What follows belongs to an exercise in optimizing a design on an open flow for a short achievable clock period and few clock cycles; a production flow would make more cautious choices. Power is estimated from default activity; no workload was simulated.

## core_top
module core_top (
    input  logic        clk,
    input  logic        rst,
    output logic [19:0] rom_addr,
    input  logic [7:0]  rom_data,
    output logic        mem_en,
    output logic        mem_we,
    output logic [19:0] mem_addr,
    output logic [15:0] mem_wdata,
    input  logic [15:0] mem_rdata,
    output logic        halted
);
    localparam logic [1:0] R_OP    = 2'd0;
    localparam logic [1:0] R_MODRM = 2'd1;
    localparam logic [1:0] R_D0    = 2'd2;
    localparam logic [1:0] R_D1    = 2'd3;
    localparam logic [15:0] K_DATA = 16'h1000;
    localparam logic [15:0] K_PUSH = 16'h1FFE;   
    localparam logic [15:0] K_POP  = 16'h2000;
    logic [15:0] pc;
    logic [7:0]  b;          
    logic [1:0]  role;       
    logic        disc;       
    logic        need2;      
    logic        fe_done;    
    logic [7:0]  op_r;
    logic [7:0]  m_r;
    logic [7:0]  lo_r;
    logic        hlt_seen;
    logic        inst_mem;   
    logic        p_mr, p_d1, p_d2, p_push, p_pop, p_hlt;
    logic        p_mod11, p_nd1, p_nd2;
    logic        o_imm, o_a;
    logic [15:0] rom_pc;     
    logic        u_valid;
    logic        u_load, u_store, u_push, u_pop, u_imm;
    logic [2:0]  u_dst;
    logic [15:0] u_k;
    logic        u_bx, u_bp, u_si, u_di, u_sp, u_stack;
    logic [7:0]  u_selw;     
    logic [7:0]  u_selb;     
    logic [7:0]  u_wlo;      
    logic [7:0]  u_whi;      
    logic [7:0]  u_rmask;    
    logic [7:0]  u_wmask;    
    logic [15:0] regs [8];
    logic [7:0]  ld1_m, ld2_m, ld3_m;    
    logic        m_mem, m_we, m_stack;
    logic [15:0] m_s, m_c, m_wdata;
    logic        stall;
    logic        go;
    assign rom_addr = {4'h0, rom_pc};
    logic        n_valid, n_load, n_store, n_push, n_pop, n_imm;
    logic [2:0]  n_dst;
    logic [15:0] n_k;
  ...
clock: 8.0 ns
lec_check: 0
abc_clock_period_in_ps: 2500
cap_margin: 20
core_margin: 2
core_utilization: 40
slew_margin: 20
standard.sh (not shown) runs the stock make flow with config.mk's settings and CLKGATE_MAP_FILE= SYNTH_SCRIPT=/design/flow/synth_recipe.tcl, a recipe that flattens the netlist after the stock synthesis.
==> flow/flow/run.sh <==
#!/bin/bash
# The standard layout, with timing repair aimed at a setup slack of 6.0 ns.
set -euo pipefail
bash standard.sh SETUP_SLACK_MARGIN=6.0 finish > make_finish.log 2>&1
The starting point passed the timing, design-rule and antenna checks.
Then changed:
--- a/flow/design.v
+++ b/flow/design.v
@@ -271,21 +271,18 @@
     end
     logic [15:0] sp;
     logic [15:0] sp_n;
     logic        sp_step;
     logic [15:0] a1r, a2r, a1, a2;
     logic        fw_a1, fw_a2;
     logic [15:0] t;
     logic        hlt_now;
     logic [15:0] pc_1, pc_2;
-    logic        halted_n;
-    assign halted_n = halted ||
-                      ((hlt_now || hlt_seen) && !d_mem && !(u_valid && u_mem) && !m_mem);
     assign pc_1 = pc + 16'd1;
     assign pc_2 = pc + 16'd2;
     assign sp      = regs[4];
     assign sp_step = go & (u_push | u_pop);
     logic [15:0] sp_m2, sp_p2;
     assign sp_m2   = sp - 16'd2;
     assign sp_p2   = sp + 16'd2;
     assign sp_n    = u_push ? sp_m2 : sp_p2;
     assign a1r   = ({16{u_bx}} & regs[3]) | ({16{u_bp}} & regs[5]) | ({16{u_sp}} & regs[4]);
@@ -339,37 +336,39 @@
             ld1_m    <= 8'h00;
             ld2_m    <= 8'h00;
             ld3_m    <= 8'h00;
             m_mem    <= 1'b0;
             mem_en   <= 1'b0;
             halted   <= 1'b0;
         end else begin
             if (!stall) begin
                 pc      <= skip ? pc_2 : pc_1;
+                rom_pc  <= skip ? pc_2 : pc_1;
                 role    <= role_n;
                 disc    <= disc_n;
                 u_valid <= n_valid;
                 u_wlo   <= n_wlo;
                 u_whi   <= n_whi;
                 if (d_hlt) begin
                     fe_done <= 1'b1;
                 end
             end
             if (hlt_now) begin
                 hlt_seen <= 1'b1;
             end
-            rom_pc <= stall ? pc : (skip ? pc_2 : pc_1);
             ld1_m  <= (go && (u_load || u_pop)) ? onehot(u_dst) : 8'h00;
             ld2_m  <= ld1_m;
             ld3_m  <= ld2_m;
             m_mem  <= go && u_mem;
             mem_en <= m_mem;
-            halted   <= halted_n;
+            if ((hlt_now || hlt_seen) && !d_mem && !(u_valid && u_mem) && !m_mem) begin
+                halted <= 1'b1;
+            end
         end
     end
     always_ff @(posedge clk) begin
         if (!stall) begin
             b       <= rom_data;
             p_mr    <= rom_data[7:2] == 6'b100010;
             p_d1    <= rom_data[7:3] == 5'b10110;
             p_d2    <= rom_data[7:3] == 5'b10111 || rom_data == 8'hA1 || rom_data == 8'hA3;
             p_push  <= rom_data[7:3] == 5'b01010;
Effect: Design area is lower by 4.1%; area after synthesis is higher by 3.5%; worst setup slack degrades by 6.1 ps; clock-buffer cell count is lower by 10; die area is higher by 3.4%; global-route usage is lower by 1.3 points; power is higher by 0.59%; via count is lower by 2.8%; clock power barely changes.
Function was not checked in any run of this note: the RTL went through the layout flow alone.

what the ideal ports hide:
How much do the figures lean on ideal ports? The routed layouts below were timed once more, with nothing changed but the port constraints. Step 1 assumes that a clkbuf_16 drives the clock port and a buf_2 every other input. Step 2 also shifts input and output timing later by t, the mid clock arrival at the registers, as if the neighbouring blocks saw the same clock. a / b / c = no drivers / after step 1 / after step 2; a / b = the first two.
run | t, ns | setup slack, ns | worst register clock-pin slew, ns | worst data-port slew with drivers (ns) | cell pins on the clock port's net
the first run | 0.635 | 5.269 / 5.215 / 4.711 | 0.07 / 0.07 | 0.23 | 1
the second run | 0.641 | 5.262 / 5.209 / 5.044 | 0.07 / 0.07 | 0.19 | 1
After both steps every run listed still meets setup and hold. The setup slack of the first run, which loses most, moves by -0.054 ns with the drivers and by -0.558 ns with both steps.
